From an optimization exercise on the open Yosys and OpenROAD flow, aimed at small area; shortcuts taken in it are not production practice.
Only simulation tests tie the RTL to the original design; equivalence was not proved.
Power and IR drop assume default switching activity.

Design branch_predictor, start of the top module:
module branch_predictor
#(
  parameter int unsigned CNT_BITS  = 2,
  parameter int unsigned RAS_DEPTH = 4,
  parameter int unsigned PERF_W    = 16
) (
  input  logic              clk_i,
  input  logic              rst_ni,
  input  logic [31:0]       fetch_pc_i,
  output logic              pred_taken_o,
  output logic [31:0]       pred_target_o,
  input  logic              res_valid_i,
  input  logic [31:0]       res_pc_i,
  input  logic [1:0]        res_kind_i,
  input  logic              res_taken_i,
  input  logic [31:0]       res_target_i,
  input  logic              res_pred_taken_i,
  input  logic [31:0]       res_pred_target_i,
  output logic              redirect_o,
  output logic [31:0]       redirect_pc_o,
  output logic [PERF_W-1:0] mispredict_cnt_o
);
==> module return_address_stack, before the edit <==
module return_address_stack #(
  parameter int unsigned DEPTH = 4,
  parameter int unsigned W     = 32
) (
  input  logic         clk_i,
  input  logic         rst_ni,
  input  logic         push_i,
  input  logic         pop_i,
  input  logic [W-1:0] data_i,
  output logic [W-1:0] top_o,
  output logic         empty_o
);
  localparam int unsigned PTR_W = $clog2(DEPTH);
  localparam int unsigned CNT_W = PTR_W + 1;
  logic [W-1:0]     stack_q [DEPTH];
  logic [PTR_W-1:0] ptr_q;
  logic [PTR_W-1:0] top_idx;
  logic [CNT_W-1:0] count_q;
  assign top_idx = ptr_q - PTR_W'(1);
  assign top_o   = stack_q[top_idx];
  assign empty_o = (count_q == '0);
  always_ff @(posedge clk_i or negedge rst_ni) begin
    if (!rst_ni) begin
      ptr_q   <= '0;
      count_q <= '0;
    end else if (push_i) begin
      ptr_q <= ptr_q + PTR_W'(1);
      if (count_q != CNT_W'(DEPTH)) count_q <= count_q + CNT_W'(1);
    end else if (pop_i && !empty_o) begin
      ptr_q   <= top_idx;
      count_q <= count_q - CNT_W'(1);
    end
  end
  always_ff @(posedge clk_i) begin
    if (push_i) stack_q[ptr_q] <= data_i;
  end
endmodule
==> module branch_predictor, before the edit <==
module branch_predictor
#(
  parameter int unsigned CNT_BITS  = 2,
  parameter int unsigned RAS_DEPTH = 4,
  parameter int unsigned PERF_W    = 16
) (
  input  logic              clk_i,
  input  logic              rst_ni,
  input  logic [31:0]       fetch_pc_i,
  output logic              pred_taken_o,
  output logic [31:0]       pred_target_o,
  input  logic              res_valid_i,
  input  logic [31:0]       res_pc_i,
  input  logic [1:0]        res_kind_i,
  input  logic              res_taken_i,
  input  logic [31:0]       res_target_i,
  input  logic              res_pred_taken_i,
  input  logic [31:0]       res_pred_target_i,
  output logic              redirect_o,
  output logic [31:0]       redirect_pc_o,
  output logic [PERF_W-1:0] mispredict_cnt_o
);
  localparam int unsigned XLEN  = branch_pkg::XLEN;
  localparam int unsigned N     = branch_pkg::BTB_ENTRIES;
  localparam int unsigned IDX_W = branch_pkg::IDX_W;
  localparam int unsigned TAG_W = branch_pkg::TAG_W;
  localparam logic [1:0]  BRANCH = branch_pkg::BRANCH;
  localparam logic [1:0]  JUMP   = branch_pkg::JUMP;
  localparam logic [1:0]  CALL   = branch_pkg::CALL;
  localparam logic [1:0]  RET    = branch_pkg::RET;
  logic [N-1:0]     btb_v_q;
  logic [TAG_W-1:0] btb_tag_q [N];
  logic [1:0]       btb_kind_q[N];
  logic [XLEN-1:0]  btb_tgt_q [N];
  logic [N-1:0]     cnt_hi_q;         
  logic [N-1:0]     cnt_lo_n_q;       
  logic [PERF_W-1:0] mis_cnt_q;
  logic [N-1:0] f_sel, r_sel;
  always_comb begin
    for (int i = 0; i < int'(N); i++) begin
      f_sel[i] = (fetch_pc_i[IDX_W+1:2] == IDX_W'(i));
      r_sel[i] = (res_pc_i[IDX_W+1:2] == IDX_W'(i));
    end
  end
  logic             f_v, r_v, f_c1;
  logic [TAG_W-1:0] f_tag_rd, r_tag_rd;
  logic [1:0]       f_kind, r_cnt_e;
  logic [XLEN-1:0]  f_tgt;
  always_comb begin
    f_v = 1'b0; r_v = 1'b0; f_c1 = 1'b0; f_tag_rd = '0; r_tag_rd = '0;
    f_kind = '0; r_cnt_e = '0; f_tgt = '0;
    for (int i = 0; i < int'(N); i++) begin
      f_v      = f_v      | (f_sel[i] & btb_v_q[i]);
      f_tag_rd = f_tag_rd | ({TAG_W{f_sel[i]}} & btb_tag_q[i]);
      f_kind   = f_kind   | ({2{f_sel[i]}} & btb_kind_q[i]);
      f_tgt    = f_tgt    | ({XLEN{f_sel[i]}} & btb_tgt_q[i]);
      f_c1     = f_c1     | (f_sel[i] & cnt_hi_q[i]);
      r_v      = r_v      | (r_sel[i] & btb_v_q[i]);
      r_tag_rd = r_tag_rd | ({TAG_W{r_sel[i]}} & btb_tag_q[i]);
      r_cnt_e  = r_cnt_e  | ({2{r_sel[i]}} & {cnt_hi_q[i], cnt_lo_n_q[i]});
    end
  end
  logic f_hit, r_hit;
  assign f_hit = f_v & (f_tag_rd == fetch_pc_i[XLEN-1:IDX_W+2]);
  assign r_hit = r_v & (r_tag_rd == res_pc_i[XLEN-1:IDX_W+2]);
  logic [XLEN-1:0] ras_top;
  logic            ras_empty;
  logic            use_ras;
  assign pred_taken_o  = f_hit & ((f_kind != BRANCH) | f_c1);
  assign use_ras       = (f_kind == RET) & ~ras_empty;
  assign pred_target_o = !pred_taken_o ? fetch_pc_i + XLEN'(4) :
                         use_ras       ? ras_top : f_tgt;
  assign redirect_o    = res_valid_i &&
                         ((res_taken_i != res_pred_taken_i) ||
                          (res_taken_i && (res_target_i != res_pred_target_i)));
  logic [XLEN-1:0] res_pc_p4;
  assign res_pc_p4     = res_pc_i + XLEN'(4);
  assign redirect_pc_o = res_taken_i ? res_target_i : res_pc_p4;
  assign mispredict_cnt_o = mis_cnt_q;
  logic [1:0] cnt_r, cnt_d;
  assign cnt_r = {r_cnt_e[1] & r_v, ~r_cnt_e[0]};
  always_comb begin
    if (res_taken_i) begin
      if (!r_hit)             cnt_d = 2'd2;
      else if (cnt_r == 2'd3) cnt_d = cnt_r;
      else                    cnt_d = cnt_r + 2'd1;
    end else begin
      cnt_d = (cnt_r == 2'd0) ? cnt_r : cnt_r - 2'd1;
    end
  end
  logic wr_cnt, wr_ent;
  assign wr_cnt = res_valid_i & (res_kind_i == BRANCH);
  assign wr_ent = res_valid_i & res_taken_i;
  always_ff @(posedge clk_i or negedge rst_ni) begin
    if (!rst_ni) begin
      btb_v_q   <= '0;
      cnt_lo_n_q <= '0;
      mis_cnt_q <= '0;
    end else begin
      if (redirect_o && (mis_cnt_q != '1)) mis_cnt_q <= mis_cnt_q + PERF_W'(1);
      for (int i = 0; i < int'(N); i++) begin
        if (wr_cnt && r_sel[i]) cnt_lo_n_q[i] <= ~cnt_d[0];
        if (wr_ent && r_sel[i]) btb_v_q[i] <= 1'b1;
      end
    end
  end
  always_ff @(posedge clk_i) begin
    for (int i = 0; i < int'(N); i++) begin
      if ((wr_cnt || wr_ent) && r_sel[i]) cnt_hi_q[i] <= wr_cnt ? cnt_d[1] : cnt_r[1];
      if (wr_ent && r_sel[i]) begin
        btb_tag_q[i]  <= res_pc_i[XLEN-1:IDX_W+2];
        btb_kind_q[i] <= res_kind_i;
        btb_tgt_q[i]  <= res_target_i;
      end
    end
  end
  return_address_stack #(
    .DEPTH (RAS_DEPTH),
    .W     (XLEN)
  ) u_ras (
    .clk_i   (clk_i),
    .rst_ni  (rst_ni),
    .push_i  (res_valid_i && (res_kind_i == CALL)),
    .pop_i   (res_valid_i && (res_kind_i == RET)),
    .data_i  (res_pc_p4),
    .top_o   (ras_top),
    .empty_o (ras_empty)
  );
endmodule
clock: 10.0 ns
lec_check: 0
cap_margin: 20
core_margin: 2
core_utilization: 45
slew_margin: 20
standard.sh (not shown) runs the stock make flow with config.mk's settings and CLKGATE_MAP_FILE= SYNTH_SCRIPT=/design/flow/synth_recipe.tcl, a recipe that flattens the netlist after the stock synthesis.
==> flow/flow/run.sh <==
#!/bin/bash
# Layout flow: the standard flow (standard.sh), with
#  - synthesis mapped by ABC with an area-oriented script (flow/synth.tcl),
#  - clock tree synthesis without dummy loads, with large sink clusters,
#  - port buffers of the smallest buffer cell.
set -uo pipefail
HERE=$PWD
export FLOW_ABC_SCRIPT=$HERE/flow/abc_area.script

# 1. synthesis (same steps as standard.sh synth, other ABC script)
make -C "$FLOW_HOME" DESIGN_CONFIG=$HERE/config.mk WORK_HOME=$HERE/orfs CLKGATE_MAP_FILE= \
  SYNTH_SCRIPT=$HERE/flow/synth.tcl synth > $HERE/synth.log 2>&1 || { tail -50 $HERE/synth.log; exit 1; }

# 2. the rest of the standard flow
export CTS_ARGS="-sink_clustering_enable -repair_clock_nets -dont_use_dummy_load -sink_clustering_size 16 -sink_clustering_max_diameter 70 -buf_list {sky130_fd_sc_hd__clkbuf_8}"
# Every input and output port gets a buffer, of the smallest buffer cell.
export BUFFER_PORTS_ARGS="-buffer_cell sky130_fd_sc_hd__buf_1"
bash standard.sh finish > $HERE/layout.log 2>&1 || { tail -50 $HERE/layout.log; exit 1; }
==> flow/flow/abc_area.script <==
&get -n
&st
&dch -f
&nf -R 1000
&put
&get -n
&st
&dch -f
&nf -R 1000
&put
&get -n
&st
&dch -f
&nf -R 1000
&put
topo
stime -c
dnsize -c
==> flow/flow/synth.tcl <==
# The standard synthesis (synth_recipe.tcl), with one change: ABC maps the
# logic with the area-oriented script abc_area.script beside this file.
proc synth {args} { yosys synth -nofsm -noshare {*}$args }
proc abc {args} {
  set i [lsearch -exact $args -script]
  if { $i >= 0 } {
    set args [lreplace $args [expr { $i + 1 }] [expr { $i + 1 }] $::env(FLOW_ABC_SCRIPT)]
  }
  yosys abc {*}$args
}
source $::env(SCRIPTS_DIR)/synth.tcl
# left out here: clear keep_hierarchy, flatten, clean up, hide names made inside functions, write 1_2_yosys.v
The starting point passed the timing, design-rule and antenna checks.
==> next run, changes <==
--- a/flow/design.v
+++ b/flow/design.v
@@ -17,9 +17,11 @@
   input  logic         push_i,
   input  logic         pop_i,
   input  logic [W-1:0] data_i,
   output logic [W-1:0] top_o,
-  output logic         empty_o
+  output logic         empty_o,
+  output logic [DEPTH-1:0][W-1:0] slot_o,
+  output logic [DEPTH-1:0] top_sel_o
 );
   localparam int unsigned PTR_W = $clog2(DEPTH);
   localparam int unsigned CNT_W = PTR_W + 1;
   logic [W-1:0]     stack_q [DEPTH];
@@ -27,8 +29,11 @@
   logic [PTR_W-1:0] top_idx;
   logic [CNT_W-1:0] count_q;
   assign top_idx = ptr_q - PTR_W'(1);
   assign top_o   = stack_q[top_idx];
+  always_comb for (int i = 0; i < int'(DEPTH); i++) slot_o[i] = stack_q[i];
+  always_comb
+    for (int i = 0; i < int'(DEPTH); i++) top_sel_o[i] = (top_idx == PTR_W'(i));
   assign empty_o = (count_q == '0);
   always_ff @(posedge clk_i or negedge rst_ni) begin
     if (!rst_ni) begin
       ptr_q   <= '0;
@@ -114,10 +119,19 @@
   logic            ras_empty;
   logic            use_ras;
   assign pred_taken_o  = f_hit & ((f_kind != BRANCH) | f_c1);
   assign use_ras       = (f_kind == RET) & ~ras_empty;
-  assign pred_target_o = !pred_taken_o ? fetch_pc_i + XLEN'(4) :
-                         use_ras       ? ras_top : f_tgt;
+  logic [RAS_DEPTH-1:0][XLEN-1:0] ras_slot;
+  logic [RAS_DEPTH-1:0] ras_top_sel;
+  logic                 sel_tgt, sel_ras;
+  assign sel_tgt = pred_taken_o & ~use_ras;
+  assign sel_ras = pred_taken_o & use_ras;
+  always_comb begin
+    pred_target_o = ({XLEN{~pred_taken_o}} & (fetch_pc_i + XLEN'(4))) |
+                    ({XLEN{sel_tgt}} & f_tgt);
+    for (int k = 0; k < int'(RAS_DEPTH); k++)
+      pred_target_o = pred_target_o | ({XLEN{sel_ras & ras_top_sel[k]}} & ras_slot[k]);
+  end
   assign redirect_o    = res_valid_i &&
                          ((res_taken_i != res_pred_taken_i) ||
                           (res_taken_i && (res_target_i != res_pred_target_i)));
   logic [XLEN-1:0] res_pc_p4;
@@ -169,8 +183,10 @@
     .rst_ni  (rst_ni),
     .push_i  (res_valid_i && (res_kind_i == CALL)),
     .pop_i   (res_valid_i && (res_kind_i == RET)),
     .data_i  (res_pc_p4),
-    .top_o   (ras_top),
-    .empty_o (ras_empty)
+    .top_o     (ras_top),
+    .empty_o   (ras_empty),
+    .slot_o    (ras_slot),
+    .top_sel_o (ras_top_sel)
   );
 endmodule
Outcome: The changed run completed without violations. Final area stays flat. Clock-buffer cell count decreases by 2. Synthesized cell count increases slightly. Critical path depth grows by 4. Sequential power hardly moves.

afterwards: timing with drivers on the ports:
In the flow no input, the clock included, has a driving cell. The finished layouts below were timed again as built, in two steps. Step 1 (the two cells are an assumption about what drives the block):
set clk [get_ports {clk_i}]
set_driving_cell -lib_cell sky130_fd_sc_hd__clkbuf_16 $clk
set_driving_cell -lib_cell sky130_fd_sc_hd__buf_2 [delete_from_list [all_inputs] $clk]
Step 2 moves the port delays by t, midway between the first and last clock arrival at a register: inputs arrive t later, outputs are due t later. That takes back most of the time a late clock gives input paths. Slacks: ideal ports / drivers / drivers and shift; pairs: ideal ports / drivers.
run	shift t [ns]	setup slack, ns	hold WS [ns]	worst slew at a driven data input, ns	pins driven straight from the clock port
the first run	0.803	0.865 / 0.841 / 0.841	0.506 / 0.506 / 0.506	0.15	1
the second run	0.822	0.462 / 0.362 / 0.362	0.502 / 0.502 / 0.502	0.17	1
After both steps every run listed still meets setup and hold. For the second run, which loses most, drivers alone change the setup slack by -0.100 ns; drivers and shift together by -0.100 ns.
